Background: an optimization exercise with open tools, aiming at small area and a short achievable clock period. Do not read the settings as production practice. The RTL was checked by simulation tests, not by an equivalence proof against the original design.

==> inputs of 06-08 <==
## xgmii_rx_top
module xgmii_rx_top #(
    parameter int STAT_W = 32
) (
    input  logic              clk,
    input  logic              inv_aresetn,
    input  logic [63:0]       xgmii_d_i,
    input  logic [7:0]        xgmii_c_i,
    output logic [63:0]       tdata_o,
    output logic [7:0]        tkeep_o,
    output logic              tvalid_o,
    output logic              tlast_o,
    output logic              tuser_o,
    output logic [STAT_W-1:0] good_frames_o,
    output logic [STAT_W-1:0] bad_frames_o
);
Settings: LEC_CHECK=0, CAP_MARGIN=20, CORE_MARGIN=2, CORE_UTILIZATION=40, SETUP_SLACK_MARGIN=0.2, SLEW_MARGIN=20; clock period 9.0 ns.
standard.sh (not shown) runs the stock make flow with config.mk's settings and CLKGATE_MAP_FILE= SYNTH_SCRIPT=/design/flow/synth_recipe.tcl, a recipe that flattens the netlist after the stock synthesis.
==> flow/flow/run.sh <==
#!/bin/bash
# Own layout flow: the standard ORFS flow (standard.sh), run in two
# parts with these changes:
# - plain sky130_fd_sc_hd__buf_2 cells as the port buffers;
# - extra don't-use cells (on top of the platform's list), which only steer
#   the choice of combinational cells; registers are unaffected:
#     synthesis: sky130_fd_sc_hd__xor3_1 sky130_fd_sc_hd__xor3_2 sky130_fd_sc_hd__xor3_4 sky130_fd_sc_hd__xnor3_1 sky130_fd_sc_hd__xnor3_2 sky130_fd_sc_hd__xnor3_4 sky130_fd_sc_hd__xnor2_2 sky130_fd_sc_hd__xnor2_4 sky130_fd_sc_hd__xor2_2 sky130_fd_sc_hd__xor2_4
#     placement to finish: sky130_fd_sc_hd__xor3_1 sky130_fd_sc_hd__xor3_2 sky130_fd_sc_hd__xor3_4 sky130_fd_sc_hd__xnor3_1 sky130_fd_sc_hd__xnor3_2 sky130_fd_sc_hd__xnor3_4
#   (synthesis maps the crc xor network to small two-input xor cells; the
#   later repair may still size a few of them up);
# - make settings: SETUP_SLACK_MARGIN=6.0 CTS_BUF_LIST=sky130_fd_sc_hd__clkbuf_16 CTS_CLUSTER_SIZE=25 CTS_CLUSTER_DIAMETER=100
#   SETUP_SLACK_MARGIN makes setup repair keep sizing and buffering until
#   paths are that far below the (unchanged) 9 ns clock period.
# Each part's full output goes to its own log in this folder.
set -euo pipefail
cd "$(dirname "$0")/.."
cp config.mk config.bench.mk
{
  echo "export BUFFER_PORTS_ARGS = -buffer_cell sky130_fd_sc_hd__buf_2"
  echo "export DONT_USE_CELLS = sky130_fd_sc_hd__xor3_1 sky130_fd_sc_hd__xor3_2 sky130_fd_sc_hd__xor3_4 sky130_fd_sc_hd__xnor3_1 sky130_fd_sc_hd__xnor3_2 sky130_fd_sc_hd__xnor3_4 sky130_fd_sc_hd__xnor2_2 sky130_fd_sc_hd__xnor2_4 sky130_fd_sc_hd__xor2_2 sky130_fd_sc_hd__xor2_4"
} > config.add.mk
cat config.bench.mk config.add.mk > config.mk
bash standard.sh SETUP_SLACK_MARGIN=6.0 CTS_BUF_LIST=sky130_fd_sc_hd__clkbuf_16 CTS_CLUSTER_SIZE=25 CTS_CLUSTER_DIAMETER=100 synth > standard_synth.log 2>&1
{
  echo "export BUFFER_PORTS_ARGS = -buffer_cell sky130_fd_sc_hd__buf_2"
  echo "export DONT_USE_CELLS = sky130_fd_sc_hd__xor3_1 sky130_fd_sc_hd__xor3_2 sky130_fd_sc_hd__xor3_4 sky130_fd_sc_hd__xnor3_1 sky130_fd_sc_hd__xnor3_2 sky130_fd_sc_hd__xnor3_4"
} > config.add.mk
cat config.bench.mk config.add.mk > config.mk
bash standard.sh SETUP_SLACK_MARGIN=6.0 CTS_BUF_LIST=sky130_fd_sc_hd__clkbuf_16 CTS_CLUSTER_SIZE=25 CTS_CLUSTER_DIAMETER=100 finish > standard.log 2>&1
cp config.bench.mk config.mk
==> 05-07 (differences from 06-08) <==
==> flow/flow/run.sh (replaced) <==
#!/bin/bash
# Own layout flow: the standard ORFS flow (standard.sh) with
# - plain sky130_fd_sc_hd__buf_2 cells as the port buffers,
# - these cells kept out of mapping and repair (added to the platform's
#   don't-use list; registers are unaffected): sky130_fd_sc_hd__xor3_1 sky130_fd_sc_hd__xor3_2 sky130_fd_sc_hd__xor3_4 sky130_fd_sc_hd__xnor3_1 sky130_fd_sc_hd__xnor3_2 sky130_fd_sc_hd__xnor3_4 sky130_fd_sc_hd__xnor2_2 sky130_fd_sc_hd__xnor2_4 sky130_fd_sc_hd__xor2_2 sky130_fd_sc_hd__xor2_4
# - these make settings: SETUP_SLACK_MARGIN=6.0 CTS_BUF_LIST=sky130_fd_sc_hd__clkbuf_16 CTS_CLUSTER_SIZE=25 CTS_CLUSTER_DIAMETER=100 SLEW_MARGIN=0 CAP_MARGIN=0
# SETUP_SLACK_MARGIN makes setup repair keep sizing and buffering until
# paths are that far below the (unchanged) 9 ns clock period.
set -euo pipefail
cd "$(dirname "$0")/.."
{
  echo "export BUFFER_PORTS_ARGS = -buffer_cell sky130_fd_sc_hd__buf_2"
  echo "export DONT_USE_CELLS = sky130_fd_sc_hd__xor3_1 sky130_fd_sc_hd__xor3_2 sky130_fd_sc_hd__xor3_4 sky130_fd_sc_hd__xnor3_1 sky130_fd_sc_hd__xnor3_2 sky130_fd_sc_hd__xnor3_4 sky130_fd_sc_hd__xnor2_2 sky130_fd_sc_hd__xnor2_4 sky130_fd_sc_hd__xor2_2 sky130_fd_sc_hd__xor2_4"
} >> config.mk
bash standard.sh SETUP_SLACK_MARGIN=6.0 CTS_BUF_LIST=sky130_fd_sc_hd__clkbuf_16 CTS_CLUSTER_SIZE=25 CTS_CLUSTER_DIAMETER=100 SLEW_MARGIN=0 CAP_MARGIN=0 finish > standard.log 2>&1
--- a/flow/config.mk
+++ b/flow/config.mk
@@ -12 +12,3 @@
 export SLEW_MARGIN = 20
+export BUFFER_PORTS_ARGS = -buffer_cell sky130_fd_sc_hd__buf_2
+export DONT_USE_CELLS = sky130_fd_sc_hd__xor3_1 sky130_fd_sc_hd__xor3_2 sky130_fd_sc_hd__xor3_4 sky130_fd_sc_hd__xnor3_1 sky130_fd_sc_hd__xnor3_2 sky130_fd_sc_hd__xnor3_4 sky130_fd_sc_hd__xnor2_2 sky130_fd_sc_hd__xnor2_4 sky130_fd_sc_hd__xor2_2 sky130_fd_sc_hd__xor2_4
==> 06-27 (differences from 06-08) <==
==> flow/flow/run.sh (replaced) <==
#!/bin/bash
# Own layout flow: the standard ORFS flow (standard.sh) with
# - plain sky130_fd_sc_hd__buf_2 cells as the port buffers,
# - these cells kept out of mapping and repair (added to the platform's
#   don't-use list; registers are unaffected): sky130_fd_sc_hd__xor3_1 sky130_fd_sc_hd__xor3_2 sky130_fd_sc_hd__xor3_4 sky130_fd_sc_hd__xnor3_1 sky130_fd_sc_hd__xnor3_2 sky130_fd_sc_hd__xnor3_4 sky130_fd_sc_hd__xnor2_2 sky130_fd_sc_hd__xnor2_4 sky130_fd_sc_hd__xor2_2 sky130_fd_sc_hd__xor2_4
# - these make settings: SETUP_SLACK_MARGIN=6.0 CTS_BUF_LIST=sky130_fd_sc_hd__clkbuf_16 CTS_CLUSTER_SIZE=25 CTS_CLUSTER_DIAMETER=100 CORE_UTILIZATION=60 PLACE_DENSITY=0.7
# SETUP_SLACK_MARGIN makes setup repair keep sizing and buffering until
# paths are that far below the (unchanged) 9 ns clock period.
set -euo pipefail
cd "$(dirname "$0")/.."
{
  echo "export BUFFER_PORTS_ARGS = -buffer_cell sky130_fd_sc_hd__buf_2"
  echo "export DONT_USE_CELLS = sky130_fd_sc_hd__xor3_1 sky130_fd_sc_hd__xor3_2 sky130_fd_sc_hd__xor3_4 sky130_fd_sc_hd__xnor3_1 sky130_fd_sc_hd__xnor3_2 sky130_fd_sc_hd__xnor3_4 sky130_fd_sc_hd__xnor2_2 sky130_fd_sc_hd__xnor2_4 sky130_fd_sc_hd__xor2_2 sky130_fd_sc_hd__xor2_4"
} >> config.mk
bash standard.sh SETUP_SLACK_MARGIN=6.0 CTS_BUF_LIST=sky130_fd_sc_hd__clkbuf_16 CTS_CLUSTER_SIZE=25 CTS_CLUSTER_DIAMETER=100 CORE_UTILIZATION=60 PLACE_DENSITY=0.7 finish > standard.log 2>&1
--- a/flow/config.mk
+++ b/flow/config.mk
@@ -12 +12,3 @@
 export SLEW_MARGIN = 20
+export BUFFER_PORTS_ARGS = -buffer_cell sky130_fd_sc_hd__buf_2
+export DONT_USE_CELLS = sky130_fd_sc_hd__xor3_1 sky130_fd_sc_hd__xor3_2 sky130_fd_sc_hd__xor3_4 sky130_fd_sc_hd__xnor3_1 sky130_fd_sc_hd__xnor3_2 sky130_fd_sc_hd__xnor3_4 sky130_fd_sc_hd__xnor2_2 sky130_fd_sc_hd__xnor2_4 sky130_fd_sc_hd__xor2_2 sky130_fd_sc_hd__xor2_4
==> results.json <==
{
  "status": "complete, no violations",
  "period_share": 0.332,
  "crit_path_end": "tdata_o[4]",
  "hp-start": "lane_q[0]$_DFF_P_",
  "timing.fmax_mhz": 335,
  "critical_path_class": "register to primary output",
  "hold_end": "lane2_q[0]$_DFF_P_",
  "wire_per_inst_um": 21.8,
  "slowest_delay_ps": 510,
  "placed_cell_area_um2": 14200,
  "tightest_slew_ps": 930,
  "crit_cells": 1
}
Source of the figures above: 06-27

==> results.json <==
{
  "timing.fmax_mhz": 341,
  "hold_end": "fin_hp_q$_DFF_P_",
  "tightest_slew_ps": 1010,
  "cts_hold_buf": 0,
  "wire_per_inst_um": 21.0,
  "critical_path_class": "register to register",
  "hold_viol_final": 0,
  "status": "complete, no violations",
  "period_share": 0.326,
  "placed_cell_area_um2": 14400,
  "crit_cells": 8,
  "hp-start": "hp_q$_SDFF_PP0_"
}
Source of the figures above: 06-08

==> results.json <==
{
  "critical_path_class": "register to primary output",
  "period_share": 0.322,
  "hold_end": "lane2_q[0]$_DFF_P_",
  "status": "complete, no violations",
  "crit_cells": 1,
  "crit_path_end": "tuser_o",
  "wire_per_inst_um": 20.9,
  "hp-start": "lane_q[0]$_DFF_P_"
}
Source of the figures above: 05-07

==> re-timing with driven ports <==
No port has a modelled driver above. Below, the same layouts with a new extraction and two added sets of constraints.
Step 1 sets driving cells, clkbuf_16 on the clock port and buf_2 on the other inputs (assumed; they add their load-dependent delay and slew).
Step 2 times the ports against the registers' clock, not the clock port: input delays grow and output delays shrink by t, the midpoint of the rising clock arrivals with the driver on.
Three values: ideal ports, drivers, drivers and shift; two values: the first two.
run	t (ns)	slack for setup (ns)	slew at the worst register clock pin (ns)	pins driven straight from the clock port
06-08	0.548	6.069 / 6.052 / 5.770	0.10 / 0.10	1
05-07	0.550	6.100 / 6.052 / 5.764	0.10 / 0.10	1
06-27	0.539	6.011 / 5.960 / 5.867	0.11 / 0.11	1
After both steps every run listed still meets setup and hold. The setup slack of 05-07, which loses most, moves by -0.048 ns with the drivers and by -0.336 ns with both steps.
